Source: an optimization exercise on an open RTL-to-GDS flow (aim: a short achievable clock period and few clock cycles per item). Production flows keep margins and buffers that such runs may drop.
RTL that was checked went through simulation tests only; none was proved equivalent to the original.
For runs 2 and 3, only the layout was checked, not whether the RTL still works.
Power figures rest on the tool's default switching activity, not on a simulated workload.

==> design.v <==
`default_nettype none
package switch_pkg;
	localparam int BYTE_W = 8;
	localparam int NUM_PORTS = 4;
	localparam int PORT_W = $clog2(NUM_PORTS);
	localparam logic [BYTE_W-1:0] DEV_ID_BASE = 8'h40;
	localparam logic [BYTE_W-1:0] NOP_DATA = '0;
	typedef struct packed {
		logic ctl;
		logic [BYTE_W-1:0] data;
	} flit_t;
	typedef logic [NUM_PORTS-1:0] port_sel_t;
	typedef enum logic [2:0] {
		op_none       = 3'b000,
		op_read       = 3'b001,
		op_write      = 3'b010,
		op_read_resp  = 3'b011,
		op_write_resp = 3'b100,
		op_message    = 3'b101
	} noc_op_e;
	typedef enum logic [1:0] {rt_wait_cmd, rt_wait_dest, rt_forward} route_state_e;
	typedef enum logic {fr_idle, fr_store} frame_state_e;
	typedef enum logic {sc_pick, sc_drain} sched_state_e;
	function automatic logic is_cmd(input logic [BYTE_W:0] f);
		is_cmd = f[BYTE_W] && (f[BYTE_W-1:0] != NOP_DATA);
	endfunction
	function automatic logic is_nop(input logic [BYTE_W:0] f);
		is_nop = f[BYTE_W] && (f[BYTE_W-1:0] == NOP_DATA);
	endfunction
endpackage
`default_nettype wire
`timescale 1ns/1ns
`default_nettype none
module flit_fifo #(
	parameter int DEPTH = 17
) (
	input wire logic to,
	input wire logic rst_n,
	input wire logic [switch_pkg::BYTE_W:0] wdata,
	input wire logic wlast,
	input wire logic adv,
	input wire logic rd,
	output logic [switch_pkg::BYTE_W:0] head,
	output logic head_last
);
	logic [DEPTH-1:0][switch_pkg::BYTE_W:0] mem;
	logic [DEPTH-1:0] last;
	logic [DEPTH-1:0] wr_ptr;
	logic [DEPTH-1:0] rd_ptr;
	logic [DEPTH-1:0] rd_ptr_nxt;
	logic [switch_pkg::BYTE_W:0] mem_out;
	logic last_out;
	logic thru;
	assign rd_ptr_nxt = rd ? {rd_ptr[DEPTH-2:0], rd_ptr[DEPTH-1]} : rd_ptr;
	assign thru = |(rd_ptr_nxt & wr_ptr);
	always_comb begin
		mem_out = '0;
		last_out = 1'b0;
		for (int i = 0; i < DEPTH; i++) begin
			mem_out = mem_out | (mem[i] & {(switch_pkg::BYTE_W+1){rd_ptr_nxt[i]}});
			last_out = last_out | (last[i] & rd_ptr_nxt[i]);
		end
	end
	always_ff @(posedge to) begin
		for (int i = 0; i < DEPTH; i++) begin
			if (wr_ptr[i]) begin
				mem[i] <= wdata;
				last[i] <= wlast;
			end
		end
		head <= thru ? wdata : mem_out;
		head_last <= thru ? wlast : last_out;
	end
	always_ff @(posedge to or negedge rst_n) begin
		if (!rst_n) begin
			wr_ptr <= DEPTH'(1);
			rd_ptr <= DEPTH'(1);
		end else begin
			if (adv) wr_ptr <= {wr_ptr[DEPTH-2:0], wr_ptr[DEPTH-1]};
			rd_ptr <= rd_ptr_nxt;
		end
	end
endmodule
`default_nettype wire
`timescale 1ns/1ns
`default_nettype none
module resp_queue #(
	parameter int FIFO_DEPTH = 17,
	parameter int PKT_DEPTH = 9
) (
	input wire logic to,
	input wire logic rst_n,
	input wire logic dev_rx_ctl,
	input wire logic [switch_pkg::BYTE_W-1:0] dev_rx_data,
	input wire logic rd,
	input wire logic start,
	output logic [switch_pkg::BYTE_W:0] head,
	output logic head_last,
	output logic pkt_avail,
	output logic pkt_is_read
);
	logic in_pkt;
	logic [switch_pkg::BYTE_W:0] rx_flit;
	logic rx_cmd;
	logic rx_nop;
	logic rx_read;
	logic acc;
	logic push;
	logic [PKT_DEPTH-1:0] pv;
	logic [PKT_DEPTH-1:0] pc;
	logic [PKT_DEPTH-1:0] sv;
	logic [PKT_DEPTH-1:0] sc;
	logic [PKT_DEPTH-1:0] wj;
	assign rx_flit = {dev_rx_ctl, dev_rx_data};
	assign rx_cmd = switch_pkg::is_cmd(rx_flit);
	assign rx_nop = switch_pkg::is_nop(rx_flit);
	assign rx_read = (dev_rx_data[2:0] == switch_pkg::op_read_resp);
	assign acc = in_pkt || rx_cmd;
	assign push = !in_pkt && rx_cmd;
	always_ff @(posedge to or negedge rst_n) begin
		if (!rst_n) begin
			in_pkt <= 1'b0;
		end else if (in_pkt) begin
			if (rx_nop) in_pkt <= 1'b0;
		end else if (rx_cmd) begin
			in_pkt <= 1'b1;
		end
	end
	flit_fifo #(
		.DEPTH (FIFO_DEPTH)
	) i_flit_fifo (
		.to         (to),
		.rst_n      (rst_n),
		.wdata      (rx_flit),
		.wlast      (rx_nop),
		.adv        (acc),
		.rd         (rd),
		.head       (head),
		.head_last  (head_last)
	);
	always_comb begin
		for (int j = 0; j < PKT_DEPTH; j++) begin
			sv[j] = start ? ((j == PKT_DEPTH-1) ? 1'b0 : pv[(j+1)%PKT_DEPTH]) : pv[j];
			sc[j] = start ? ((j == PKT_DEPTH-1) ? 1'b0 : pc[(j+1)%PKT_DEPTH]) : pc[j];
		end
		for (int j = 0; j < PKT_DEPTH; j++) begin
			wj[j] = push && !sv[j] && ((j == 0) ? 1'b1 : sv[(j+PKT_DEPTH-1)%PKT_DEPTH]);
		end
	end
	always_ff @(posedge to or negedge rst_n) begin
		if (!rst_n) begin
			pv <= '0;
			pc <= '0;
		end else begin
			pv <= sv | wj;
			for (int j = 0; j < PKT_DEPTH; j++) begin
				pc[j] <= wj[j] ? rx_read : sc[j];
			end
		end
	end
	assign pkt_avail = pv[0];
	assign pkt_is_read = pc[0];
endmodule
`default_nettype wire
`timescale 1ns/1ns
`default_nettype none
module rr_arbiter (
	input wire switch_pkg::port_sel_t req,
	input wire switch_pkg::port_sel_t ptr,
	output switch_pkg::port_sel_t grant
);
	for (genvar i = 0; i < 4; i++) begin : g_port
		assign grant[i] = req[i] && (
			ptr[i] ||
			(ptr[(i+3)%4] && !req[(i+3)%4]) ||
			(ptr[(i+2)%4] && !req[(i+2)%4] && !req[(i+3)%4]) ||
			(ptr[(i+1)%4] && !req[(i+1)%4] && !req[(i+2)%4] && !req[(i+3)%4]));
	end
endmodule
`default_nettype wire
`timescale 1ns/1ns
`default_nettype none
module resp_scheduler (
	input wire logic to,
	input wire logic rst_n,
	input wire switch_pkg::port_sel_t pkt_avail,
	input wire switch_pkg::port_sel_t pkt_is_read,
	input wire logic [switch_pkg::NUM_PORTS-1:0][switch_pkg::BYTE_W:0] head,
	input wire switch_pkg::port_sel_t head_last,
	output switch_pkg::port_sel_t rd,
	output switch_pkg::port_sel_t start,
	output logic noc_from_dev_ctl,
	output logic [switch_pkg::BYTE_W-1:0] noc_from_dev_data
);
	localparam int NP = switch_pkg::NUM_PORTS;
	switch_pkg::port_sel_t sel;
	switch_pkg::port_sel_t sel_nxt;
	logic idle;
	switch_pkg::port_sel_t nx;
	logic nx_read;
	switch_pkg::port_sel_t ptr_hi;
	switch_pkg::port_sel_t ptr_lo;
	switch_pkg::port_sel_t req_hi;
	switch_pkg::port_sel_t req_lo;
	switch_pkg::port_sel_t grant_hi;
	switch_pkg::port_sel_t grant_lo;
	switch_pkg::port_sel_t pick;
	logic any_hi;
	logic fin;
	logic [switch_pkg::BYTE_W:0] cur;
	assign req_hi = pkt_avail & pkt_is_read;
	assign req_lo = pkt_avail & ~pkt_is_read;
	assign any_hi = |req_hi;
	rr_arbiter i_arb_hi (
		.req   (req_hi),
		.ptr   (ptr_hi),
		.grant (grant_hi)
	);
	rr_arbiter i_arb_lo (
		.req   (req_lo),
		.ptr   (ptr_lo),
		.grant (grant_lo)
	);
	assign pick = any_hi ? grant_hi : grant_lo;
	always_comb begin
		cur = '0;
		for (int k = 0; k < NP; k++) begin
			cur = cur | (head[k] & {(switch_pkg::BYTE_W+1){sel[k]}});
		end
	end
	assign fin = idle || (|(sel & head_last));
	assign rd = sel;
	assign sel_nxt = fin ? nx : sel;
	assign start = fin ? nx : '0;
	always_ff @(posedge to or negedge rst_n) begin
		if (!rst_n) begin
			sel <= '0;
			idle <= 1'b1;
			nx <= '0;
			nx_read <= 1'b0;
			ptr_hi <= switch_pkg::port_sel_t'(1);
			ptr_lo <= switch_pkg::port_sel_t'(1);
			noc_from_dev_ctl <= 1'b1;
			noc_from_dev_data <= switch_pkg::NOP_DATA;
		end else begin
			nx <= pick;
			nx_read <= any_hi;
			sel <= sel_nxt;
			idle <= !(|sel_nxt);
			if (fin && (|nx)) begin
				if (nx_read) ptr_hi <= {nx[NP-2:0], nx[NP-1]};
				else ptr_lo <= {nx[NP-2:0], nx[NP-1]};
			end
			noc_from_dev_ctl <= cur[switch_pkg::BYTE_W] | idle;
			noc_from_dev_data <= cur[switch_pkg::BYTE_W-1:0];
		end
	end
endmodule
`default_nettype wire
`timescale 1ns/1ns
`default_nettype none
module dest_router (
	input wire logic to,
	input wire logic rst_n,
	input wire logic noc_to_dev_ctl,
	input wire logic [switch_pkg::BYTE_W-1:0] noc_to_dev_data,
	output logic [switch_pkg::NUM_PORTS-1:0] dev_tx_ctl,
	output logic [switch_pkg::NUM_PORTS-1:0][switch_pkg::BYTE_W-1:0] dev_tx_data
);
	switch_pkg::route_state_e state;
	switch_pkg::route_state_e state_nxt;
	switch_pkg::port_sel_t sel;
	switch_pkg::port_sel_t sel_nxt;
	switch_pkg::port_sel_t dest_dec;
	logic [switch_pkg::BYTE_W:0] in_flit;
	logic [switch_pkg::BYTE_W:0] dly1;
	assign in_flit = {noc_to_dev_ctl, noc_to_dev_data};
	always_comb begin
		for (int k = 0; k < switch_pkg::NUM_PORTS; k++) begin
			dest_dec[k] = (noc_to_dev_data == switch_pkg::DEV_ID_BASE + switch_pkg::BYTE_W'(k));
		end
	end
	always_comb begin
		state_nxt = state;
		sel_nxt = sel;
		case (state)
			switch_pkg::rt_wait_cmd: begin
				if (switch_pkg::is_cmd(in_flit)) begin
					sel_nxt = '0;
					state_nxt = switch_pkg::rt_wait_dest;
				end
			end
			switch_pkg::rt_wait_dest: begin
				if (!in_flit[switch_pkg::BYTE_W]) begin
					sel_nxt = dest_dec;
					state_nxt = switch_pkg::rt_forward;
				end else if (switch_pkg::is_nop(in_flit)) begin
					state_nxt = switch_pkg::rt_wait_cmd;
				end
			end
			switch_pkg::rt_forward: begin
				if (switch_pkg::is_cmd(in_flit)) begin
					sel_nxt = '0;
					state_nxt = switch_pkg::rt_wait_dest;
				end else if (switch_pkg::is_nop(in_flit)) begin
					state_nxt = switch_pkg::rt_wait_cmd;
				end
			end
			default: state_nxt = switch_pkg::rt_wait_cmd;
		endcase
	end
	always_ff @(posedge to or negedge rst_n) begin
		if (!rst_n) begin
			state <= switch_pkg::rt_wait_cmd;
			sel <= '0;
		end else begin
			state <= state_nxt;
			sel <= sel_nxt;
		end
	end
	always_ff @(posedge to) begin
		dly1 <= in_flit;
	end
	always_ff @(posedge to or negedge rst_n) begin
		if (!rst_n) begin
			dev_tx_ctl <= '1;
			dev_tx_data <= '0;
		end else begin
			for (int k = 0; k < switch_pkg::NUM_PORTS; k++) begin
				dev_tx_ctl[k] <= sel_nxt[k] ? dly1[switch_pkg::BYTE_W] : 1'b1;
				dev_tx_data[k] <= sel_nxt[k] ? dly1[switch_pkg::BYTE_W-1:0] : switch_pkg::NOP_DATA;
			end
		end
	end
endmodule
`default_nettype wire
`timescale 1ns/1ns
`default_nettype none
module switch_top #(
	parameter int FIFO_DEPTH = 17
) (
	input wire logic to,
	input wire logic rst_n,
	input wire logic noc_to_dev_ctl,
	input wire logic [switch_pkg::BYTE_W-1:0] noc_to_dev_data,
	output logic [switch_pkg::NUM_PORTS-1:0] dev_tx_ctl,
	output logic [switch_pkg::NUM_PORTS-1:0][switch_pkg::BYTE_W-1:0] dev_tx_data,
	input wire logic [switch_pkg::NUM_PORTS-1:0] dev_rx_ctl,
	input wire logic [switch_pkg::NUM_PORTS-1:0][switch_pkg::BYTE_W-1:0] dev_rx_data,
	output logic noc_from_dev_ctl,
	output logic [switch_pkg::BYTE_W-1:0] noc_from_dev_data
);
	localparam int NP = switch_pkg::NUM_PORTS;
	switch_pkg::port_sel_t pkt_avail;
	switch_pkg::port_sel_t pkt_is_read;
	switch_pkg::port_sel_t rd;
	switch_pkg::port_sel_t start;
	logic [NP-1:0][switch_pkg::BYTE_W:0] head;
	switch_pkg::port_sel_t head_last;
	dest_router i_dest_router (
		.to              (to),
		.rst_n           (rst_n),
		.noc_to_dev_ctl  (noc_to_dev_ctl),
		.noc_to_dev_data (noc_to_dev_data),
		.dev_tx_ctl      (dev_tx_ctl),
		.dev_tx_data     (dev_tx_data)
	);
	for (genvar k = 0; k < NP; k++) begin : g_queue
		resp_queue #(
			.FIFO_DEPTH (FIFO_DEPTH)
		) i_resp_queue (
			.to          (to),
			.rst_n       (rst_n),
			.dev_rx_ctl  (dev_rx_ctl[k]),
			.dev_rx_data (dev_rx_data[k]),
			.rd          (rd[k]),
			.start       (start[k]),
			.head        (head[k]),
			.head_last   (head_last[k]),
			.pkt_avail   (pkt_avail[k]),
			.pkt_is_read (pkt_is_read[k])
		);
	end
	resp_scheduler i_resp_scheduler (
		.to                (to),
		.rst_n             (rst_n),
		.pkt_avail         (pkt_avail),
		.pkt_is_read       (pkt_is_read),
		.head              (head),
		.head_last         (head_last),
		.rd                (rd),
		.start             (start),
		.noc_from_dev_ctl  (noc_from_dev_ctl),
		.noc_from_dev_data (noc_from_dev_data)
	);
endmodule
`default_nettype wire
==> run.sh <==
#!/bin/bash
# synth_recipe.tcl (not shown) runs the flow's synth.tcl, then flattens the netlist and writes it again
# the make line also repeats each setting of config.mk as NAME=value (left out here)
make -C /OpenROAD-flow-scripts/flow DESIGN_CONFIG=/design/flow/config.mk WORK_HOME=/design/flow/orfs CLKGATE_MAP_FILE= SYNTH_SCRIPT=/design/flow/synth_recipe.tcl finish
==> config.mk <==
export PLATFORM = sky130hd
export DESIGN_NAME = switch_top
export DESIGN_NICKNAME = switch_top
export VERILOG_FILES = /design/flow/design.v
export SDC_FILE = /design/flow/constraint.sdc
export NUM_CORES = 4
export LEC_CHECK = 0
export ABC_CLOCK_PERIOD_IN_PS = 2000
export CAP_MARGIN = 20
export CORE_MARGIN = 2
export CORE_UTILIZATION = 40
export SETUP_SLACK_MARGIN = 2.4
export SLEW_MARGIN = 20
export TNS_END_PERCENT = 100
==> constraint.sdc <==
create_clock -name core_clock -period 4.5 [get_ports {to}]
set_input_delay 0.9000 -clock core_clock [delete_from_list [all_inputs] [get_ports {to}]]
set_output_delay 0.9000 -clock core_clock [all_outputs]
set_load 0.01 [all_outputs]
==> reports/results.txt, run 1 <==
Fillers - 7652
CP Class - flip-flop to flip-flop
Crit-path max FO - 12
DRT met1 WL - 45.54 mm
Root Buffer - clkbuf_16
Cell taking the most area after synthesis - edfxtp_1
Port bufs - 91
Drt pass-1 iters - 7
Clock Skew - 0.04583 ns
Initial antenna violation count - 2
Post-synth top area share - 53.63%
Yosys reg bits - 1010
Final setup viols - 0
Required @ worst endpoint - 5.05 ns
Largest net degree at the start of global routing - 91
DRT iter0 DRCs - 2984
Row count - 113
Nets - 2845
Final hold slack - 0.2164 ns
Grt total ovfl - 0
TritonCTS clock tree - yes
Most used cell, CP - mux2_4
N_diodes - 0
Initial Util - 40.19%
Clk pin slew, worst setup/hold paths - 0.06 ns
Most frequent cells after synthesis - 680 x edfxtp_1, 288 x a22oi_1, 265 x dfrtp_1, 173 x mux2_2, 100 x nand2_1
Max-Slew Margin vs Limit - 32.37%
Pwr Density - 391.2 nW/um^2
DIE AREA - 97670 sq um
Slowest cell on crit path - dfrtp_4
Placed insts - 3682
Total Power - 19.26 mW
YS warnings - 4
Hold Path Class - primary input to asynchronous set/reset pin
CP peak stage delay - 0.57 ns
Post-Syn Area - 38080 sq um
# H-tree levels - 3
Ports - 92
Total number of vias - 24620
Peak VDD IR - 388.9 uV
Clock sinks - 1010
Max-slew violations - 0
Leak - 18.30 nW
CTS Buffer Depth - 3
Avg WL per Cell - 27.19 microns
First-pass GRT wire length - 165.0 mm
Most used DFF post-synth - edfxtp_1
Met3 routed WL - 10.35 mm
GRT Overall Usage - 22.62%
Max-cap violations - 0
Final wirelength - 112.8 mm
Final setup TNS - 0 ns
Fin crit share - 56.78%
Num CTS Buffers - 103
Die height - 312.5 microns
Hold Vio Cnt, Final - 0
Drt via density - 5.932
Dominant cells by area after synthesis - edfxtp_1 54%, dfrtp_1 17%, a22oi_1 5.7%
Synth unique cells - 50
Routed wl met2 - 53.12 mm
Core area - 94730 sq um
Status - timing/DRC/antenna clean
Antenna Nets Post-Route - 0
Post-DP HPWL - 59.24 mm
Util after Layout - 51.97%
Measured slew at the worst slew-check pin - 1.005 ns
Fmax - 391.3 MHz
Mapped Nets - 2404
CTS Hold Buffers Added - 0
Synth async-reset ratio - 27.82%
Syn_area_per_cell - 16.15 sq um
EDFF count, synth - 680
Vias in the first global route - 24640
RSZ-0062 raised after global routing - true
Endpoint class of the critical path - flip-flop
Most frequent cell after synthesis - edfxtp_1
Cell chain of the critical path - buf_8 > mux2_4 > a221o_1 > nor3_4 > buf_4 > mux2_4
Layout cells sized above 1 - 34.80%
Data arrival, critical path - 3.10 ns
Critical Path Source Type - flip-flop
DR top layer - met4
Routability cong. - 0.8152
Fin cells - 4150
Area Growth Syn to Fin - 29.29%
Drt drc - 0
Fin crit period - 2.555 ns
Synth Instances - 2357
Die W - 312.5 microns
Clock Latency Late Sink - 0.71 ns
Register area share after synthesis - 74.73%
==> worst max-delay path, delay by kind of cell, from the launching register on <==
| family | cells | cell delay [ns] |
|---|---|---|
| compound gates | 1 | 0.37 |
| mux | 2 | 0.76 |
| buf+inv | 2 | 0.43 |
| flops | 1 | 0.57 |
| simple gates | 1 | 0.27 |
==> worst paths after layout <==
check                                                                  to  depth (start not counted)                                   startpoint  slack (ns)
setup / recovery              g_queue[3].i_resp_queue.i_flit_fifo.head[3]                          6                      i_resp_scheduler.sel[3]        1.94
hold reg to reg                     i_resp_scheduler.noc_from_dev_data[7]                          2  g_queue[1].i_resp_queue.i_flit_fifo.head[7]        0.47
min in group core_clock                             i_dest_router.dly1[7]                          1                           noc_to_dev_data[7]        0.32
hold / removal             g_queue[3].i_resp_queue.i_flit_fifo.wr_ptr[15]                          1                                        rst_n        0.22
max in group asynchronous   g_queue[2].i_resp_queue.i_flit_fifo.rd_ptr[2]                          2                                        rst_n        3.20
setup reg to reg              g_queue[3].i_resp_queue.i_flit_fifo.head[3]                          6                      i_resp_scheduler.sel[3]        1.94
==> cell type report <==
| type | instances | area, sq um | area share [%] |
|---|---|---|---|
| Inverter | 16 | 60.06 | 0.1220 |
| Sequential cell | 1010 | 28480 | 57.85 |
| Clock buffer | 131 | 2773 | 5.632 |
| Multi-Input combinational cell | 1238 | 11050 | 22.44 |
| Clock inverter | 61 | 744.5 | 1.512 |
| Timing Repair Buffer | 429 | 4541 | 9.224 |
| Tap cell | 1265 | 1583 | 3.215 |
==> layout by cell type, fill, tap and decap left out, drive strengths merged, types with 15 or more instances in the layout <==
cell type | Yosys | final
clkbuf | 74 | 136
nand3 | 47 | 47
a22o | 31 | 31
and3 | 19 | 19
mux2i | 59 | 59
o21ai | 76 | 76
inv | 16 | 19
nand2b | 15 | 15
nand2 | 100 | 100
a221oi | 63 | 63
nor2 | 63 | 64
dfxtp | 49 | 49
nand4 | 34 | 34
dfstp | 16 | 16
dfrtp | 265 | 265
and2 | 35 | 35
clkinv | 0 | 42
a222oi | 47 | 47
edfxtp | 680 | 680
a22oi | 288 | 288
buf | 24 | 407
nor3b | 34 | 34
a21oi | 45 | 45
mux2 | 174 | 175
==> logic make-up (layout without fill, tap and decap cells) <==
family	count (synthesis)	after routing	synth area share, %
and+or+nand+nor	396	397	5.504
muxes	233	234	6.707
AOI/OAI and AO/OA	603	606	11.83
xor gates and xnor gates	1	1	0.02301
buffers and inverters	114	637	1.209
DFF	1010	1010	74.73
==> sequential cells by signal, summed over array words and instances, names as in the netlist, 9 cells and up, named ones only <==
signal	flops
g_queue.i_resp_queue.i_flit_fifo.mem	612
g_queue.i_resp_queue.i_flit_fifo.last	68
g_queue.i_resp_queue.i_flit_fifo.rd_ptr	68
g_queue.i_resp_queue.i_flit_fifo.wr_ptr	68
g_queue.i_resp_queue.i_flit_fifo.head	36
g_queue.i_resp_queue.pc	36
g_queue.i_resp_queue.pv	36
i_dest_router.dev_tx_data	32
i_dest_router.dly1	9
==> power by group <==
part	switching (mW)	total (mW)	leakage [nW]	internal, mW
sequential	0.0633	10.0	10.3	9.96
clock	3.65	8.83	1.72	5.18
combinational	0.245	0.404	6.28	0.159
total	3.96	19.3	18.3	15.3
==> layer usage <==
layer  vias to the layer above  GRT usage, %
met4                         0         7.753
met3                       232         3.822
met1                     12670         31.73
met2                      1268         35.85
li1                      10440             -
met5                         -             0
==> timing repair <==
action / 4_1_cts / 5_1_grt
gates cloned: 26 / 2
endpoints found under the setup margin: 350 / 263
pin swaps: 104 / 118
gates resized for setup: 711 / 228
buffers inserted: 198 / 50
==> stage by stage <==
| stage | instance area (sq um) | setup WS, ns |
|---|---|---|
| finish | 49230 | 1.945 |
| detailed placement | 40890 | 0.8343 |
| global route | 49230 | 1.882 |
| CTS | 47900 | 1.949 |
| floorplan | 38280 | 1.967 |
| global placement | 40890 | 0.9334 |
Testbench counts, summed over its fixed seeds: cycles 7,587, items 1,536.
==> run 2, diff against run 1 <==
--- a/design.v
+++ b/design.v
@@ -47,18 +47,15 @@
 	logic [DEPTH-1:0] last;
 	logic [DEPTH-1:0] wr_ptr;
 	logic [DEPTH-1:0] rd_ptr;
-	logic [DEPTH-1:0] rd_ptr_nxt;
-	logic [switch_pkg::BYTE_W:0] mem_out;
-	logic last_out;
-	logic thru;
-	assign rd_ptr_nxt = rd ? {rd_ptr[DEPTH-2:0], rd_ptr[DEPTH-1]} : rd_ptr;
-	assign thru = |(rd_ptr_nxt & wr_ptr);
+	logic [DEPTH:0] occ;
+	logic [switch_pkg::BYTE_W:0] mem_nxt;
+	logic last_nxt;
 	always_comb begin
-		mem_out = '0;
-		last_out = 1'b0;
+		mem_nxt = '0;
+		last_nxt = 1'b0;
 		for (int i = 0; i < DEPTH; i++) begin
-			mem_out = mem_out | (mem[i] & {(switch_pkg::BYTE_W+1){rd_ptr_nxt[i]}});
-			last_out = last_out | (last[i] & rd_ptr_nxt[i]);
+			mem_nxt = mem_nxt | (mem[i] & {(switch_pkg::BYTE_W+1){rd_ptr[(i+DEPTH-1)%DEPTH]}});
+			last_nxt = last_nxt | (last[i] & rd_ptr[(i+DEPTH-1)%DEPTH]);
 		end
 	end
 	always_ff @(posedge to) begin
@@ -68,16 +65,24 @@
 				last[i] <= wlast;
 			end
 		end
-		head <= thru ? wdata : mem_out;
-		head_last <= thru ? wlast : last_out;
+		if (rd) begin
+			head <= occ[1] ? wdata : mem_nxt;
+			head_last <= occ[1] ? wlast : last_nxt;
+		end else if (occ[0]) begin
+			head <= wdata;
+			head_last <= wlast;
+		end
 	end
 	always_ff @(posedge to or negedge rst_n) begin
 		if (!rst_n) begin
 			wr_ptr <= DEPTH'(1);
 			rd_ptr <= DEPTH'(1);
+			occ <= (DEPTH+1)'(1);
 		end else begin
 			if (adv) wr_ptr <= {wr_ptr[DEPTH-2:0], wr_ptr[DEPTH-1]};
-			rd_ptr <= rd_ptr_nxt;
+			if (rd) rd_ptr <= {rd_ptr[DEPTH-2:0], rd_ptr[DEPTH-1]};
+			if (adv && !rd) occ <= {occ[DEPTH-1:0], 1'b0};
+			else if (!adv && rd) occ <= {1'b0, occ[DEPTH:1]};
 		end
 	end
 endmodule
@@ -100,6 +105,8 @@
 	output logic pkt_is_read
 );
 	logic in_pkt;
+	logic rx_ctl_n;
+	logic [switch_pkg::BYTE_W-1:0] rx_data;
 	logic [switch_pkg::BYTE_W:0] rx_flit;
 	logic rx_cmd;
 	logic rx_nop;
@@ -111,10 +118,19 @@
 	logic [PKT_DEPTH-1:0] sv;
 	logic [PKT_DEPTH-1:0] sc;
 	logic [PKT_DEPTH-1:0] wj;
-	assign rx_flit = {dev_rx_ctl, dev_rx_data};
+	always_ff @(posedge to or negedge rst_n) begin
+		if (!rst_n) begin
+			rx_ctl_n <= 1'b0;
+			rx_data <= switch_pkg::NOP_DATA;
+		end else begin
+			rx_ctl_n <= !dev_rx_ctl;
+			rx_data <= dev_rx_data;
+		end
+	end
+	assign rx_flit = {!rx_ctl_n, rx_data};
 	assign rx_cmd = switch_pkg::is_cmd(rx_flit);
 	assign rx_nop = switch_pkg::is_nop(rx_flit);
-	assign rx_read = (dev_rx_data[2:0] == switch_pkg::op_read_resp);
+	assign rx_read = (rx_data[2:0] == switch_pkg::op_read_resp);
 	assign acc = in_pkt || rx_cmd;
 	assign push = !in_pkt && rx_cmd;
 	always_ff @(posedge to or negedge rst_n) begin
@@ -208,6 +224,7 @@
 	logic any_hi;
 	logic fin;
 	logic [switch_pkg::BYTE_W:0] cur;
+	logic out_ctl_n;
 	assign req_hi = pkt_avail & pkt_is_read;
 	assign req_lo = pkt_avail & ~pkt_is_read;
 	assign any_hi = |req_hi;
@@ -240,7 +257,7 @@
 			nx_read <= 1'b0;
 			ptr_hi <= switch_pkg::port_sel_t'(1);
 			ptr_lo <= switch_pkg::port_sel_t'(1);
-			noc_from_dev_ctl <= 1'b1;
+			out_ctl_n <= 1'b0;
 			noc_from_dev_data <= switch_pkg::NOP_DATA;
 		end else begin
 			nx <= pick;
@@ -251,10 +268,11 @@
 				if (nx_read) ptr_hi <= {nx[NP-2:0], nx[NP-1]};
 				else ptr_lo <= {nx[NP-2:0], nx[NP-1]};
 			end
-			noc_from_dev_ctl <= cur[switch_pkg::BYTE_W] | idle;
+			out_ctl_n <= !(cur[switch_pkg::BYTE_W] | idle);
 			noc_from_dev_data <= cur[switch_pkg::BYTE_W-1:0];
 		end
 	end
+	assign noc_from_dev_ctl = !out_ctl_n;
 endmodule
 `default_nettype wire
 `timescale 1ns/1ns
@@ -274,6 +292,7 @@
 	switch_pkg::port_sel_t dest_dec;
 	logic [switch_pkg::BYTE_W:0] in_flit;
 	logic [switch_pkg::BYTE_W:0] dly1;
+	switch_pkg::port_sel_t tx_ctl_n;
 	assign in_flit = {noc_to_dev_ctl, noc_to_dev_data};
 	always_comb begin
 		for (int k = 0; k < switch_pkg::NUM_PORTS; k++) begin
@@ -323,15 +342,16 @@
 	end
 	always_ff @(posedge to or negedge rst_n) begin
 		if (!rst_n) begin
-			dev_tx_ctl <= '1;
+			tx_ctl_n <= '0;
 			dev_tx_data <= '0;
 		end else begin
 			for (int k = 0; k < switch_pkg::NUM_PORTS; k++) begin
-				dev_tx_ctl[k] <= sel_nxt[k] ? dly1[switch_pkg::BYTE_W] : 1'b1;
+				tx_ctl_n[k] <= sel_nxt[k] && !dly1[switch_pkg::BYTE_W];
 				dev_tx_data[k] <= sel_nxt[k] ? dly1[switch_pkg::BYTE_W-1:0] : switch_pkg::NOP_DATA;
 			end
 		end
 	end
+	assign dev_tx_ctl = ~tx_ctl_n;
 endmodule
 `default_nettype wire
 `timescale 1ns/1ns
==> run 2 against run 1 <==
  * Combinational power decreased by 5.9%
  * Global-route usage decreased by 3.3 points
  * Area after synthesis increased by 9.4%
  * Core utilization decreased by 2.4 points
  * Synthesized cell count increased by 11%
  * Total power increased by 9.7%
  * Cell area increased by 4.2%
  * Critical endpoint is now g_queue[1].i_resp_queue.i_flit_fifo.occ[3]
  * Highest routed layer unchanged
==> reports/results.txt, run 2 <==
N_diodes - 0
GRT Overall Usage - 19.31%
Most frequent cells in the layout - 720 x edfxtp_1, 344 x dfrtp_1, 243 x a22oi_1
Clk pin slew, worst setup/hold paths - 0.06 ns
Synth unique cells - 61
Area Growth Syn to Fin - 23.13%
Status - timing/DRC/antenna clean
Grt total ovfl - 0
Cell taking the most area after synthesis - edfxtp_1
YS warnings - 4
# H-tree levels - 3
Final wirelength - 106.3 mm
Post-synth top area share - 51.92%
Fillers - 8473
Post-DP HPWL - 58.16 mm
EDFF count, synth - 720
Total Power - 21.13 mW
Post-Syn Area - 41640 sq um
FF-to-FF setup slack - 2.12 ns
Syn_area_per_cell - 15.97 sq um
DRT iter0 DRCs - 2464
Root Buffer - clkbuf_16
R2R cell count - 12
Largest regs - g_queue.i_resp_queue.i_flit_fifo.mem x612, g_queue.i_resp_queue.i_flit_fifo.occ x72
Met3 GRT Util - 2.921%
FF-to-FF Start - g_queue[1].i_resp_queue.rx_data[6]
Register area - 31620 sq um
RSZ-0062 raised after global routing - true
Critical Path Source Type - flip-flop
Max-Slew Margin vs Limit - 36.03%
Hold Path Class - primary input to asynchronous set/reset pin
Synth async-reset ratio - 34.79%
Hold Vio Cnt, Final - 0
Core area - 103300 sq um
DIE AREA - 106700 sq um
Clock Latency Late Sink - 0.72 ns
Avg WL per Cell - 24.33 microns
Port bufs - 91
Max-slew violations - 0
Fin crit share - 52.92%
Worst R2R End - g_queue[1].i_resp_queue.i_flit_fifo.occ[3]
Data arrival, critical path - 2.97 ns
Total number of vias - 24580
Mapped Nets - 2659
Fin crit period - 2.381 ns
Nets - 2939
Layout cells sized above 1 - 27.17%
Ports - 92
Peak VDD IR - 297.7 uV
Antenna Nets Post-Route - 0
Clock Skew - 0.04520 ns
Most used DFF post-synth - edfxtp_1
Largest net degree at the start of global routing - 111
Clock sinks - 1118
First-pass GRT wire length - 156.4 mm
TritonCTS clock tree - yes
Vias in the first global route - 24640
Row count - 118
M2 GR Usage - 31.64%
Met1 usage in global routing - 27.05%
Initial antenna violation count - 1
Leak - 19.75 nW
Endpoint class of the critical path - flip-flop
Die W - 326.7 microns
CTS Buffer Depth - 3
Num CTS Buffers - 113
Gr busiest metal - met2
Pwr Density - 412.0 nW/um^2
Biggest register - g_queue.i_resp_queue.i_flit_fifo.mem
Yosys reg bits - 1118
Most frequent cell after synthesis - edfxtp_1
Util after Layout - 49.61%
Number of flip-flops in the largest register - 612
Placement Setup Slack - 1.243 ns
Drt via density - 5.627
Most common cell after layout, fill and taps aside - edfxtp_1
Crit-path max FO - 5
Register area share after synthesis - 75.77%
Drt drc - 0
Initial Util - 40.29%
Measured slew at the worst slew-check pin - 0.9596 ns
Max-cap violations - 0
Design Area, Final - 51270 sq um
Required @ worst endpoint - 5.09 ns
Placed Area - 44150 sq um
Most frequent cells after synthesis - 720 x edfxtp_1, 374 x dfrtp_1, 249 x a22oi_1, 165 x nand2_1, 146 x nor2_1
Multi-input logic area - 10410 sq um
Final setup margin - 2.119 ns
Die height - 326.7 microns
Final setup TNS - 0 ns
Dominant cells by area after synthesis - edfxtp_1 52%, dfrtp_1 22%, a22oi_1 4.5%
Routability cong. - 0.8168
Synth Instances - 2608
Final setup viols - 0
CP Class - flip-flop to flip-flop
Fmax - 419.9 MHz
Drt pass-1 iters - 7
## run 2: changes by cell type after synthesis, sizes merged, moves of 30 or more
cell,previous run,this run
dfrtp,265,374
dfxtp,49,9
nor2,63,156
nand2,100,169
and2,35,2
edfxtp,680,720
inv,16,47
mux2i,59,124
clkbuf,74,104
a22oi,288,250
## run 2: per-stage QoR
stage / hold WS [ns] / instances
final: 0.2506 / 4369
after global routing: 0.3238 / 4369
after CTS: 0.2769 / 4311
after detailed placement: 0.4647 / 3967
after global placement: 0.4602 / 3967
after floorplan: 0.4345 / 2608
## run 2: final cells by class
cell class | instances | area share [%]
flip-flops and latches | 1118 | 61.67
multi-input cells | 1314 | 20.30
repair buffers | 294 | 6.640
clock buffers | 156 | 6.406
well taps | 1380 | 3.368
clock inverters | 60 | 1.266
inverters | 47 | 0.3587
## run 2: kinds of logic after synthesis
kind of cell | share of synthesized area [%]
flip-flops | 75.77
multiplexers | 6.928
XOR/XNOR | 0.02104
adder cells (fa/ha/maj) | 0.1202
AND/OR/NAND/NOR | 5.826
AO/OA/AOI/OAI | 9.584
buffers and inverters | 1.749
## run 2: worst max-delay path, stage by stage, from the launching register on
cell and delay [ns]:
dfrtp_2 0.41, buf_8 0.14, or4_4 0.53, nor2_4 0.15, nor2_4 0.05, nor2_4 0.19, inv_4 0.05, ha_4 0.26
buf_12 0.15, buf_12 0.12, buf_16 0.13, nand2_4 0.05, o21ai_2 0.05
## run 2: repair_timing
action	4_1_cts	5_1_grt
buffers inserted	109	49
pin swaps	47	58
gates cloned	19	9
hold buffers	0	0
setup endpoints to repair	351	294
gates resized for setup	345	181
## run 2: worst max-delay path by stage
stage	startpoint	endpoint	slack [ns]	cells past startpoint
floorplan	g_queue[3].i_resp_queue.rx_data[2]	g_queue[3].i_resp_queue.i_flit_fifo.occ[15]	2.08	11
global placement	noc_to_dev_data[2]	i_dest_router.dev_tx_data[23]	1.31	6
detailed placement	noc_to_dev_data[0]	i_dest_router.dev_tx_data[20]	1.24	6
CTS	g_queue[3].i_resp_queue.rx_data[6]	g_queue[3].i_resp_queue.i_flit_fifo.occ[16]	2.15	9
global route	g_queue[1].i_resp_queue.rx_data[6]	g_queue[1].i_resp_queue.i_flit_fifo.occ[3]	2.06	12
finish	g_queue[1].i_resp_queue.rx_data[6]	g_queue[1].i_resp_queue.i_flit_fifo.occ[3]	2.12	12
## run 2: power breakdown
part | internal (mW) | switching, mW
Combinational | 0.139 | 0.241
Clock | 5.65 | 4.05
Sequential | 11.0 | 0.0643
Total | 16.8 | 4.35
## run 2: layer usage
| layer | part of all wire, % | wire length [microns] |
|---|---|---|
| met1 | 42 | 44940 |
| met2 | 48 | 51430 |
| met3 | 7.4 | 7818 |
| met4 | 2.0 | 2122 |
| met5 | 0 | 0 |
==> run 3, diff against run 2 <==
--- a/config.mk
+++ b/config.mk
@@ -8,7 +8,11 @@
 export ABC_CLOCK_PERIOD_IN_PS = 2000
 export CAP_MARGIN = 20
 export CORE_MARGIN = 2
-export CORE_UTILIZATION = 40
+export CORE_UTILIZATION = 60
+export CTS_BUF_LIST = sky130_fd_sc_hd__clkbuf_16
+export CTS_CLUSTER_DIAMETER = 100
+export CTS_CLUSTER_SIZE = 30
+export PLACE_DENSITY = 0.7
 export SETUP_SLACK_MARGIN = 2.4
 export SLEW_MARGIN = 20
 export TNS_END_PERCENT = 100
==> run 3 against run 2 <==
  * Core utilization up 20 points
  * Routed wire length down 4.5%
  * Critical path depth is 2 lower
  * Global-route usage up 8.6 points
  * Sequential power barely moved
  * Register-to-register slack better by 0.11 ns
  * Clock-buffer cell count down 112
  * Worst setup slack better by 0.11 ns
  * Die area is 33% lower
  * Via count shrank 0.30%
  * Clock skew down 0.016 ns
  * Non-clock buffer count increased by 11
==> reports/results.txt, run 3 <==
Initial Util - 60.61%
Port bufs - 91
RSZ-0062 raised after global routing - true
DIE AREA - 71530 sq um
Largest regs - g_queue.i_resp_queue.i_flit_fifo.mem x612, g_queue.i_resp_queue.i_flit_fifo.occ x72
Fin crit share - 50.39%
Synth async-reset ratio - 34.79%
Register area share after synthesis - 75.77%
Post-Syn Area - 41640 sq um
CP peak stage delay - 0.59 ns
Total number of vias - 24510
Final setup viols - 0
Die height - 267.5 microns
Ports - 92
GRT Overall Usage - 27.87%
Most used DFF post-synth - edfxtp_1
CP delay by family, top - simple AND/OR/NAND/NOR gates
CTS Buffer Depth - 3
N_diodes - 0
Most frequent cells after synthesis - 720 x edfxtp_1, 374 x dfrtp_1, 249 x a22oi_1, 165 x nand2_1, 146 x nor2_1
Die W - 267.5 microns
Avg WL per Cell - 26.75 microns
CP Class - flip-flop to flip-flop
Area Growth Syn to Fin - 14.66%
Drt via density - 6.458
Critical Path Source Type - flip-flop
Core area - 68710 sq um
Hold Vio Cnt, Final - 0
Status - timing/DRC/antenna clean
First-pass GRT wire length - 148.4 mm
Num CTS Buffers - 43
Nets - 2880
Mapped Nets - 2659
Clk pin slew, worst setup/hold paths - 0.11 ns
Clock sinks - 1118
DRT iter0 DRCs - 2942
Max-Slew Margin vs Limit - 39.30%
Peak VDD IR - 453.0 uV
Synth unique cells - 61
Row count - 96
Final wirelength - 101.5 mm
Post-DP HPWL - 55.72 mm
Final hold slack - 0.2282 ns
Leak - 18.29 nW
Post-synth top area share - 51.92%
Yosys reg bits - 1118
# H-tree levels - 2
Synth Instances - 2608
Biggest register - g_queue.i_resp_queue.i_flit_fifo.mem
Most frequent cell after synthesis - edfxtp_1
Antenna Nets Post-Route - 0
Layout cells sized above 1 - 23.08%
Fin crit period - 2.267 ns
Final setup TNS - 0 ns
Root Buffer - clkbuf_16
Required @ worst endpoint - 5.06 ns
Pwr Density - 339.7 nW/um^2
Hold Path Class - primary input to asynchronous set/reset pin
Max-slew violations - 0
Measured slew at the worst slew-check pin - 0.9104 ns
Drt drc - 0
Grt total ovfl - 0
Vias in the first global route - 23940
Total Power - 16.22 mW
Multi-input logic area - 10220 sq um
Initial antenna violation count - 0
YS warnings - 4
Endpoint class of the critical path - flip-flop
TritonCTS clock tree - yes
CP Buf/Inv Count - 3
Crit-path max FO - 7
Routability cong. - 0.8041
Drt pass-1 iters - 8
Number of flip-flops in the largest register - 612
Dominant cells by area after synthesis - edfxtp_1 52%, dfrtp_1 22%, a22oi_1 4.5%
Slowest cell on crit path - or4_4
Syn_area_per_cell - 15.97 sq um
Clock Latency Late Sink - 0.64 ns
Most frequent cells in the layout - 720 x edfxtp_1, 341 x dfrtp_1, 239 x a22oi_1
EDFF count, synth - 720
Fmax - 441.0 MHz
Register area - 31600 sq um
Cell chain of the critical path - or4_4 > nor2_4 > nor2_4 > nor2_8 > inv_4 > ha_4 > buf_12 > buf_12 > nand2_2 > o21ai_1
Max-cap violations - 0
Largest net degree at the start of global routing - 89
Fillers - 4496
Clock Skew - 0.02889 ns
Data arrival, critical path - 2.83 ns
Cell taking the most area after synthesis - edfxtp_1
Most common cell after layout, fill and taps aside - edfxtp_1
==> run 3: cell types whose count changed in the layout (fill, tap and decap cells not counted), sizes merged, moves of 2 or more <==
cell,previous run,this run
clkinvlp,9,0
clkinv,37,3
inv,52,80
buf,242,246
bufbuf,0,2
dlygate4sd2,0,4
dlymetal6s2s,4,1
bufinv,9,0
clkbuf,163,56
==> run 3: power by group <==
part | internal [mW] | switching, mW
registers | 11.0 | 0.0594
clock network | 1.83 | 3.00
logic | 0.122 | 0.239
total | 12.9 | 3.30
==> run 3: path summary, 6_finish.rpt <==
path / slack, ns / endpoint / from / cells past startpoint
max in group asynchronous: 3.25 / g_queue[1].i_resp_queue.rx_data[6] / rst_n / 2
min in group core_clock: 0.41 / i_dest_router.dly1[2] / noc_to_dev_data[2] / 1
hold / removal: 0.23 / g_queue[0].i_resp_queue.rx_data[6] / rst_n / 1
setup / recovery: 2.23 / g_queue[3].i_resp_queue.i_flit_fifo.occ[8] / g_queue[3].i_resp_queue.rx_data[7] / 10
setup reg to reg: 2.23 / g_queue[3].i_resp_queue.i_flit_fifo.occ[8] / g_queue[3].i_resp_queue.rx_data[7] / 10
hold reg to reg: 0.48 / i_dest_router.dev_tx_data[0] / i_dest_router.dly1[0] / 2
==> run 3: worst register-to-register path: cells and delay by family (launching register included) <==
kind / cells / cell delay [ns]
AND/OR/NAND/NOR: 5 / 1.00
AO/OA/AOI/OAI: 1 / 0.08
flip-flops: 1 / 0.46
adder cells (fa/ha/maj): 1 / 0.32
buffers and inverters: 3 / 0.33
==> run 3: kinds of logic after synthesis <==
logic type,after synthesis,share of synthesized area (%)
compound gates,540,9.584
xor+xnor,1,0.02104
fa+ha+maj,4,0.1202
buf+inv,178,1.749
flops,1118,75.77
mux,270,6.928
simple gates,497,5.826
==> run 3: metal layers <==
| layer | vias up | wire length [microns] | part of all wire, % | global-route usage [%] |
|---|---|---|---|---|
| met5 | - | 0 | 0 | 0 |
| met4 | 0 | 2846 | 2.8 | 8.018 |
| met3 | 170 | 8127 | 8.0 | 3.531 |
| met2 | 1079 | 49730 | 49 | 45.11 |
| met1 | 12740 | 40800 | 40 | 40.41 |
| li1 | 10520 | - | - | - |
==> run 3: stage by stage <==
step | area (sq um) | utilization [%] | setup slack (ns) | instances
CTS | 46330 | 67.44 | 2.303 | 3731
floorplan | 42160 | - | 2.084 | 2608
finish | 47750 | 69.50 | 2.233 | 3795
global route | 47750 | 69.50 | 2.181 | 3795
global placement | 43580 | 63.43 | 1.295 | 3518
detailed placement | 43580 | 63.43 | 1.246 | 3518
==> run 3: repair_timing <==
item	CTS	global route
buffers inserted	121	48
pin swaps	38	60
endpoints found under the setup margin	360	239
gates cloned	12	16
hold buffers	0	0
resized for setup	305	171
==> run 3: cell type report <==
| type | instances | share of cell area (%) |
|---|---|---|
| Tap cell | 931 | 2.440 |
| Clock inverter | 36 | 0.3511 |
| Inverter | 47 | 0.3852 |
| Multi-Input combinational cell | 1314 | 21.40 |
| Clock buffer | 44 | 2.306 |
| Timing Repair Buffer | 305 | 6.944 |
| Sequential cell | 1118 | 66.18 |
==> run 4, diff against run 3 <==
--- a/design.v
+++ b/design.v
@@ -122,15 +122,18 @@
 		if (!rst_n) begin
 			rx_ctl_n <= 1'b0;
 			rx_data <= switch_pkg::NOP_DATA;
+			rx_cmd <= 1'b0;
+			rx_nop <= 1'b1;
+			rx_read <= 1'b0;
 		end else begin
 			rx_ctl_n <= !dev_rx_ctl;
 			rx_data <= dev_rx_data;
+			rx_cmd <= switch_pkg::is_cmd({dev_rx_ctl, dev_rx_data});
+			rx_nop <= switch_pkg::is_nop({dev_rx_ctl, dev_rx_data});
+			rx_read <= (dev_rx_data[2:0] == switch_pkg::op_read_resp);
 		end
 	end
 	assign rx_flit = {!rx_ctl_n, rx_data};
-	assign rx_cmd = switch_pkg::is_cmd(rx_flit);
-	assign rx_nop = switch_pkg::is_nop(rx_flit);
-	assign rx_read = (rx_data[2:0] == switch_pkg::op_read_resp);
 	assign acc = in_pkt || rx_cmd;
 	assign push = !in_pkt && rx_cmd;
 	always_ff @(posedge to or negedge rst_n) begin
@@ -285,55 +288,40 @@
 	output logic [switch_pkg::NUM_PORTS-1:0] dev_tx_ctl,
 	output logic [switch_pkg::NUM_PORTS-1:0][switch_pkg::BYTE_W-1:0] dev_tx_data
 );
-	switch_pkg::route_state_e state;
-	switch_pkg::route_state_e state_nxt;
+	logic st_cmd;
+	logic st_dest;
+	logic st_fwd;
 	switch_pkg::port_sel_t sel;
 	switch_pkg::port_sel_t sel_nxt;
 	switch_pkg::port_sel_t dest_dec;
 	logic [switch_pkg::BYTE_W:0] in_flit;
 	logic [switch_pkg::BYTE_W:0] dly1;
+	logic in_cmd;
+	logic in_nop;
+	logic take_dest;
+	logic clear;
 	switch_pkg::port_sel_t tx_ctl_n;
 	assign in_flit = {noc_to_dev_ctl, noc_to_dev_data};
+	assign in_cmd = switch_pkg::is_cmd(in_flit);
+	assign in_nop = switch_pkg::is_nop(in_flit);
 	always_comb begin
 		for (int k = 0; k < switch_pkg::NUM_PORTS; k++) begin
 			dest_dec[k] = (noc_to_dev_data == switch_pkg::DEV_ID_BASE + switch_pkg::BYTE_W'(k));
 		end
 	end
-	always_comb begin
-		state_nxt = state;
-		sel_nxt = sel;
-		case (state)
-			switch_pkg::rt_wait_cmd: begin
-				if (switch_pkg::is_cmd(in_flit)) begin
-					sel_nxt = '0;
-					state_nxt = switch_pkg::rt_wait_dest;
-				end
-			end
-			switch_pkg::rt_wait_dest: begin
-				if (!in_flit[switch_pkg::BYTE_W]) begin
-					sel_nxt = dest_dec;
-					state_nxt = switch_pkg::rt_forward;
-				end else if (switch_pkg::is_nop(in_flit)) begin
-					state_nxt = switch_pkg::rt_wait_cmd;
-				end
-			end
-			switch_pkg::rt_forward: begin
-				if (switch_pkg::is_cmd(in_flit)) begin
-					sel_nxt = '0;
-					state_nxt = switch_pkg::rt_wait_dest;
-				end else if (switch_pkg::is_nop(in_flit)) begin
-					state_nxt = switch_pkg::rt_wait_cmd;
-				end
-			end
-			default: state_nxt = switch_pkg::rt_wait_cmd;
-		endcase
-	end
+	assign take_dest = st_dest && !noc_to_dev_ctl;
+	assign clear = !st_dest && in_cmd;
+	assign sel_nxt = take_dest ? dest_dec : (clear ? '0 : sel);
 	always_ff @(posedge to or negedge rst_n) begin
 		if (!rst_n) begin
-			state <= switch_pkg::rt_wait_cmd;
+			st_cmd <= 1'b1;
+			st_dest <= 1'b0;
+			st_fwd <= 1'b0;
 			sel <= '0;
 		end else begin
-			state <= state_nxt;
+			st_cmd <= (st_cmd && !in_cmd) || ((st_dest || st_fwd) && in_nop);
+			st_dest <= (st_dest && noc_to_dev_ctl && !in_nop) || clear;
+			st_fwd <= take_dest || (st_fwd && !noc_to_dev_ctl);
 			sel <= sel_nxt;
 		end
 	end
==> run 4 against run 3 <==
  * Sequential share of layout area grew 3.5 points
  * Total power fell by 0.14%
  * Global-route usage down 2.2 points
==> reports/results.txt, run 4 <==
Peak VDD IR - 266.7 uV
Routability cong. - 0.8408
Gr busiest metal - met2
Status - timing/DRC/antenna clean
Total number of vias - 23930
R2R cell count - 9
RSZ-0062 raised after global routing - true
Mapped Nets - 2730
CP peak stage delay - 0.44 ns
Clock Skew - 0.01962 ns
Post-Synth XOR/XNOR Area - 0%
Yosys reg bits - 1129
Hold Path Class - primary input to asynchronous set/reset pin
Fmax - 461.1 MHz
Area Growth Syn to Fin - 8.758%
Hold Vio Cnt, Final - 0
Die W - 268.7 microns
Placed Area - 43730 sq um
Die height - 268.7 microns
Clock Latency Late Sink - 0.62 ns
Met1 usage in global routing - 37.28%
Final setup viols - 0
Drt drc - 0
Cell taking the most area after synthesis - edfxtp_1
Synth unique cells - 54
Port bufs - 91
CTS Buffer Depth - 3
Util after Layout - 65.62%
Pwr Density - 354.3 nW/um^2
Post-Syn Area - 42030 sq um
Dominant cells by area after synthesis - edfxtp_1 51%, dfrtp_1 23%, a22oi_1 4.1%
M2 GR Usage - 41.85%
Most frequent cell after synthesis - edfxtp_1
# H-tree levels - 2
Largest family of logic cells by synthesized area - compound AO/OA/AOI/OAI gates
Area share of fa/ha/maj cells after synthesis - 0.1191%
Measured slew at the worst slew-check pin - 0.8940 ns
Initial antenna violation count - 1
Layout cells sized above 1 - 13.90%
Register area share after synthesis - 75.74%
Leak - 17.04 nW
Endpoint class of the critical path - flip-flop
First-pass GRT wire length - 139.7 mm
DRT iter0 DRCs - 2840
Synth async-reset ratio - 35.43%
Met3 GRT Util - 4.064%
Most used cell, CP - buf_4
Mux cell area share after synthesis - 5.641%
Most frequent cells after synthesis - 720 x edfxtp_1, 381 x dfrtp_1, 229 x a22oi_1, 159 x nand2_1, 143 x mux2_2
Largest regs - g_queue.i_resp_queue.i_flit_fifo.mem x612, g_queue.i_resp_queue.i_flit_fifo.occ x72
Clock sinks - 1129
Most used DFF post-synth - edfxtp_1
Post-DP HPWL - 56.50 mm
Most common cell after layout, fill and taps aside - edfxtp_1
Synth Instances - 2679
GRT Overall Usage - 25.69%
Post-synth top area share - 51.44%
Fin crit period - 2.169 ns
DIE AREA - 72190 sq um
CP Class - flip-flop to flip-flop
Most frequent cells in the layout - 720 x edfxtp_1, 380 x dfrtp_1, 228 x a22oi_1
Row count - 97
Largest net degree at the start of global routing - 106
Cell chain of the critical path - buf_12 > a222oi_1 > buf_4 > buf_4 > a21oi_4 > buf_8 > mux2i_4 > a21oi_2 > a31o_2
Final setup TNS - 0 ns
Num CTS Buffers - 43
Root Buffer - clkbuf_16
Design Area, Final - 45710 sq um
Avg WL per Cell - 24.95 microns
Compound-Gate Fraction of Synth Area - 10.26%
Grt total ovfl - 0
Vias in the first global route - 23140
YS warnings - 4
Required @ worst endpoint - 5.02 ns
Nets - 2793
N_diodes - 0
Drt via density - 6.440
Initial Util - 60.33%
Slowest cell on crit path - dfrtp_2
Drt pass-1 iters - 9
Post-Synth Simple-Gate Area - 6.552%
Ports - 92
Antenna Nets Post-Route - 0
Crit-path max FO - 7
FF-to-FF setup slack - 2.33 ns
TritonCTS clock tree - yes
Core area - 69660 sq um
Biggest register - g_queue.i_resp_queue.i_flit_fifo.mem
Max-cap violations - 0
Syn_area_per_cell - 15.69 sq um
EDFF count, synth - 720
Max-Slew Margin vs Limit - 40.40%
Data arrival, critical path - 2.69 ns
Fin crit share - 48.19%
Clk pin slew, worst setup/hold paths - 0.11 ns
Final wirelength - 92.73 mm
Number of flip-flops in the largest register - 612
Max-slew violations - 0
Critical Path Source Type - flip-flop
==> run 4: logic make-up (layout without fill, tap and decap cells) <==
| group | after synthesis | after routing |
|---|---|---|
| flops | 1129 | 1129 |
| mux | 219 | 219 |
| buf+inv | 175 | 268 |
| simple gates | 559 | 559 |
| compound gates | 593 | 597 |
| fa+ha+maj | 4 | 4 |
==> run 4: power breakdown <==
group / leakage, nW / total [mW] / switching [mW] / internal, mW
combinational: 4.54 / 0.243 / 0.148 / 0.0957
clock: 0.729 / 4.77 / 2.92 / 1.85
sequential: 11.8 / 11.2 / 0.112 / 11.1
==> run 4: path summary, 6_finish.rpt <==
path / startpoint / to
worst max register to register: i_resp_scheduler.sel[1] / g_queue[2].i_resp_queue.pc[0]
worst min-delay path: rst_n / g_queue[1].i_resp_queue.rx_data[4]
max in group asynchronous: rst_n / g_queue[2].i_resp_queue.i_flit_fifo.occ[0]
worst min register to register: g_queue[1].i_resp_queue.i_flit_fifo.head[5] / i_resp_scheduler.noc_from_dev_data[5]
worst max-delay path: i_resp_scheduler.sel[1] / g_queue[2].i_resp_queue.pc[0]
min in group core_clock: noc_to_dev_data[5] / i_dest_router.dly1[5]
==> run 4: metrics by stage <==
stage,power [mW],hold slack [ns],setup WS (ns),std cells
floorplan,11.43,0.4310,2.429,2679
global placement,11.62,0.4634,1.665,3587
detailed placement,11.63,0.4774,1.579,3587
CTS,16.30,0.3545,2.310,3680
global route,16.69,0.3444,2.289,3716
finish,16.20,0.2938,2.331,3716
==> run 4: layer usage <==
metal | up-vias | routed length (microns)
met2 | 1001 | 45040
met4 | 0 | 1921
met1 | 12310 | 37690
li1 | 10490 | -
met3 | 126 | 8082
met5 | - | 0
==> run 4: repair_timing <==
action,CTS,global route
gates cloned,3,7
pin swaps,2,29
buffers inserted,11,29
hold buffers,0,0
setup endpoints to repair,234,183
resized for setup,218,58
==> run 4: critical path, delay by kind of cell, from the launching register on <==
kind / cells / cell delay, ns
buffers and inverters: 4 / 0.70
DFF: 1 / 0.44
muxes: 1 / 0.16
AOI/OAI and AO/OA: 4 / 0.76
==> run 4: cell type report <==
| type | count | area, sq um |
|---|---|---|
| Timing Repair Buffer | 156 | 1411 |
| Inverter | 33 | 123.9 |
| Tap cell | 940 | 1176 |
| Clock buffer | 45 | 1126 |
| Fill cell | 4875 | 23950 |
| Clock inverter | 34 | 133.9 |
| Sequential cell | 1129 | 31840 |
| Multi-Input combinational cell | 1379 | 9906 |
Testbench counts of run 4, summed over its fixed seeds: cycles 7,595, items 1,536.
==> run 5, diff against run 4 <==
==> config.mk (replaced) <==
export PLATFORM = sky130hd
export DESIGN_NAME = switch_top
export DESIGN_NICKNAME = switch_top
export VERILOG_FILES = /design/flow/design.v
export SDC_FILE = /design/flow/constraint.sdc
export NUM_CORES = 4
export LEC_CHECK = 0
export ABC_CLOCK_PERIOD_IN_PS = 2000
export CAP_MARGIN = 20
export CORE_MARGIN = 2
export CORE_UTILIZATION = 40
export SETUP_SLACK_MARGIN = 2.4
export SLEW_MARGIN = 20
export TNS_END_PERCENT = 100
==> run 5 against run 4 <==
  * Clock power rose by 100%
  * Clock skew up 0.021 ns
  * Cell area is 6.7% higher
  * Maximum frequency increased by 2.7%
==> reports/results.txt, run 5 <==
Status - timing/DRC/antenna clean
Area Growth Syn to Fin - 16.02%
Initial antenna violation count - 4
Max-Slew Margin vs Limit - 36.12%
Antenna Nets Post-Route - 0
Max-slew violations - 0
Placement Setup Slack - 1.498 ns
Synth Instances - 2679
Crit-path max FO - 1
Most frequent cells in the layout - 720 x edfxtp_1, 377 x dfrtp_1, 228 x a22oi_1
Met3 GRT Util - 3.696%
Final setup viols - 0
Row count - 118
Most frequent cell after synthesis - edfxtp_1
Root Buffer - clkbuf_16
Ports - 92
Hold Vio Cnt, Final - 0
Avg WL per Cell - 23.28 microns
Routability cong. - 0.8298
Fin crit share - 46.92%
Max-cap violations - 0
Hold Path Class - primary input to asynchronous set/reset pin
Final setup margin - 2.389 ns
Fmax - 473.6 MHz
Critical Path Source Type - flip-flop
Biggest register - g_queue.i_resp_queue.i_flit_fifo.mem
Total number of vias - 24160
Endpoint class of the critical path - primary output
Die height - 328.2 microns
Nets - 2848
Peak VDD IR - 280.2 uV
CTS Buffer Depth - 3
RSZ-0062 raised after global routing - true
Mapped Nets - 2730
First-pass GRT wire length - 149.6 mm
Gr busiest metal - met2
CP Class - flip-flop to primary output
Drt via density - 5.656
EDFF count, synth - 720
Grt total ovfl - 0
# H-tree levels - 3
Pwr Density - 431.3 nW/um^2
Design Area, Final - 48770 sq um
Post-synth top area share - 51.44%
Register area share after synthesis - 75.74%
Leak - 18.12 nW
Clock Skew - 0.04056 ns
Number of flip-flops in the largest register - 612
YS warnings - 4
DRT iter0 DRCs - 2499
Clock Latency Late Sink - 0.69 ns
Largest net degree at the start of global routing - 101
GRT Overall Usage - 18.26%
TritonCTS clock tree - yes
Clk pin slew, worst setup/hold paths - 0.06 ns
Most used DFF post-synth - edfxtp_1
Final wirelength - 99.45 mm
Data arrival, critical path - 1.21 ns
Drt drc - 0
Syn_area_per_cell - 15.69 sq um
Util after Layout - 46.92%
Post-DP HPWL - 59.28 mm
Yosys reg bits - 1129
Post-Syn Area - 42030 sq um
Largest regs - g_queue.i_resp_queue.i_flit_fifo.mem x612, g_queue.i_resp_queue.i_flit_fifo.occ x72
Cell taking the most area after synthesis - edfxtp_1
Most common cell after layout, fill and taps aside - edfxtp_1
Drt pass-1 iters - 5
Num CTS Buffers - 108
Die W - 328.2 microns
Met1 usage in global routing - 25.68%
Synth unique cells - 54
Port bufs - 91
Layout cells sized above 1 - 17.36%
Measured slew at the worst slew-check pin - 0.9494 ns
Initial Util - 40.44%
Required @ worst endpoint - 3.60 ns
Vias in the first global route - 24090
Dominant cells by area after synthesis - edfxtp_1 51%, dfrtp_1 23%, a22oi_1 4.1%
DIE AREA - 107700 sq um
Most frequent cells after synthesis - 720 x edfxtp_1, 381 x dfrtp_1, 229 x a22oi_1, 159 x nand2_1, 143 x mux2_2
Core area - 103900 sq um
M2 GR Usage - 29.01%
Clock sinks - 1129
Synth async-reset ratio - 35.43%
Placed Area - 44280 sq um
CTS Hold Buffers Added - 0
Total Power - 21.03 mW
Final setup TNS - 0 ns
Fin crit period - 2.111 ns
[run 5: cell count changes in the layout (fill, tap and decap cells not counted), moves of 9 or more]
cell	delta
clkbuf_16	+62
inv_1	-33
clkbuf_1	+23
clkbuf_8	+19
buf_6	+15
bufinv_16	+15
clkinv_2	+14
buf_2	-12
buf_4	-11
clkinv_1	+9
[run 5: critical path, stage by stage, from the launching register on]
cell and delay, ns:
dfrtp_1 0.39, inv_2 0.07, buf_6 0.10
[run 5: path summary, 6_finish.rpt]
path / slack [ns] / start / endpoint / cells after the start
min reg2reg: 0.47 / g_queue[1].i_resp_queue.i_flit_fifo.head[5] / i_resp_scheduler.noc_from_dev_data[5] / 2
max reg2reg: 2.42 / i_resp_scheduler.sel[0] / g_queue[2].i_resp_queue.pc[0] / 7
max in group asynchronous: 3.14 / rst_n / g_queue[1].i_resp_queue.i_flit_fifo.wr_ptr[5] / 2
min in group core_clock: 0.47 / g_queue[1].i_resp_queue.i_flit_fifo.head[5] / i_resp_scheduler.noc_from_dev_data[5] / 2
max: 2.39 / i_dest_router.tx_ctl_n[2] / dev_tx_ctl[2] / 2
min: 0.25 / rst_n / i_dest_router.dev_tx_data[14] / 1
[run 5: logic make-up after synthesis]
group	synth area share [%]
flip-flops	75.74
multiplexers	5.641
AO/OA/AOI/OAI	10.26
AND/OR/NAND/NOR	6.552
adder cells (fa/ha/maj)	0.1191
buffers and inverters	1.688
[run 5: cell type report]
type                            count  area (sq um)
Sequential cell                  1129         31840
Clock buffer                      153          3126
Clock inverter                     51         709.4
Timing Repair Buffer              146          1380
Tap cell                         1380          1727
Antenna cell                        1         2.502
Fill cell                        8796         55170
Multi-Input combinational cell   1379          9859
Inverter                           33         123.9
[run 5: repair_timing]
action / in CTS / in global routing
pin swaps: 4 / 12
setup buffers: 11 / 21
setup endpoints to repair: 223 / 207
resized for setup: 224 / 66
gates cloned: 5 / 4
[run 5: metrics by stage]
step,std cells,hold slack [ns]
6_report,4272,0.2478
3_5_place_dp,4026,0.4546
3_3_place_gp,4026,0.4579
5_1_grt,4271,0.3266
2_1_floorplan,2679,0.4310
4_1_cts,4246,0.2981
[run 5: per-layer routing]
metal  wire length, microns  share of wire (%)
met5                     34              0.034
met4                   2297                2.3
met2                  46990                 47
met3                   7156                7.2
met1                  42970                 43
[run 5: power by group]
group          internal [mW]  switching [mW]  leakage [nW]
Sequential              11.1           0.117          11.8
Combinational         0.0937           0.148          4.48
Clock                   5.72            3.87          1.88
Total                   16.9            4.14          18.1

[what the ideal ports hide]
In the flow no input, the clock included, has a driving cell. The finished layouts below were timed again as built, in two steps. Step 1: set_driving_cell puts a clkbuf_16 on to and a buf_2 on each other input, an assumption about the parent block. Step 2 moves the port delays by t, midway between the first and last clock arrival at a register: inputs arrive t later, outputs are due t later. That takes back most of the time a late clock gives input paths. Three values: no drivers, after step 1, after step 2; two values: the first two.
run | shift t [ns] | setup WS [ns] | worst hold slack (ns) | worst setup path after step 2 | pins driven straight from the clock port
run 1 | 0.749 | 1.945 / 1.945 / 1.555 | 0.216 / 0.199 / 0.473 | input to register | 1
run 2 | 0.766 | 2.119 / 2.119 / 1.725 | 0.251 / 0.251 / 0.470 | input to register | 1
run 3 | 0.695 | 2.233 / 2.233 / 1.759 | 0.228 / 0.213 / 0.481 | input to register | 1
run 4 | 0.681 | 2.331 / 2.331 / 1.788 | 0.294 / 0.279 / 0.477 | input to register | 1
run 5 | 0.734 | 2.389 / 2.325 / 1.744 | 0.248 / 0.233 / 0.473 | input to register | 1
After both steps setup and hold are still met in every run listed. The setup slack of run 5, which loses most, moves by -0.064 ns with the drivers and by -0.645 ns with both steps.
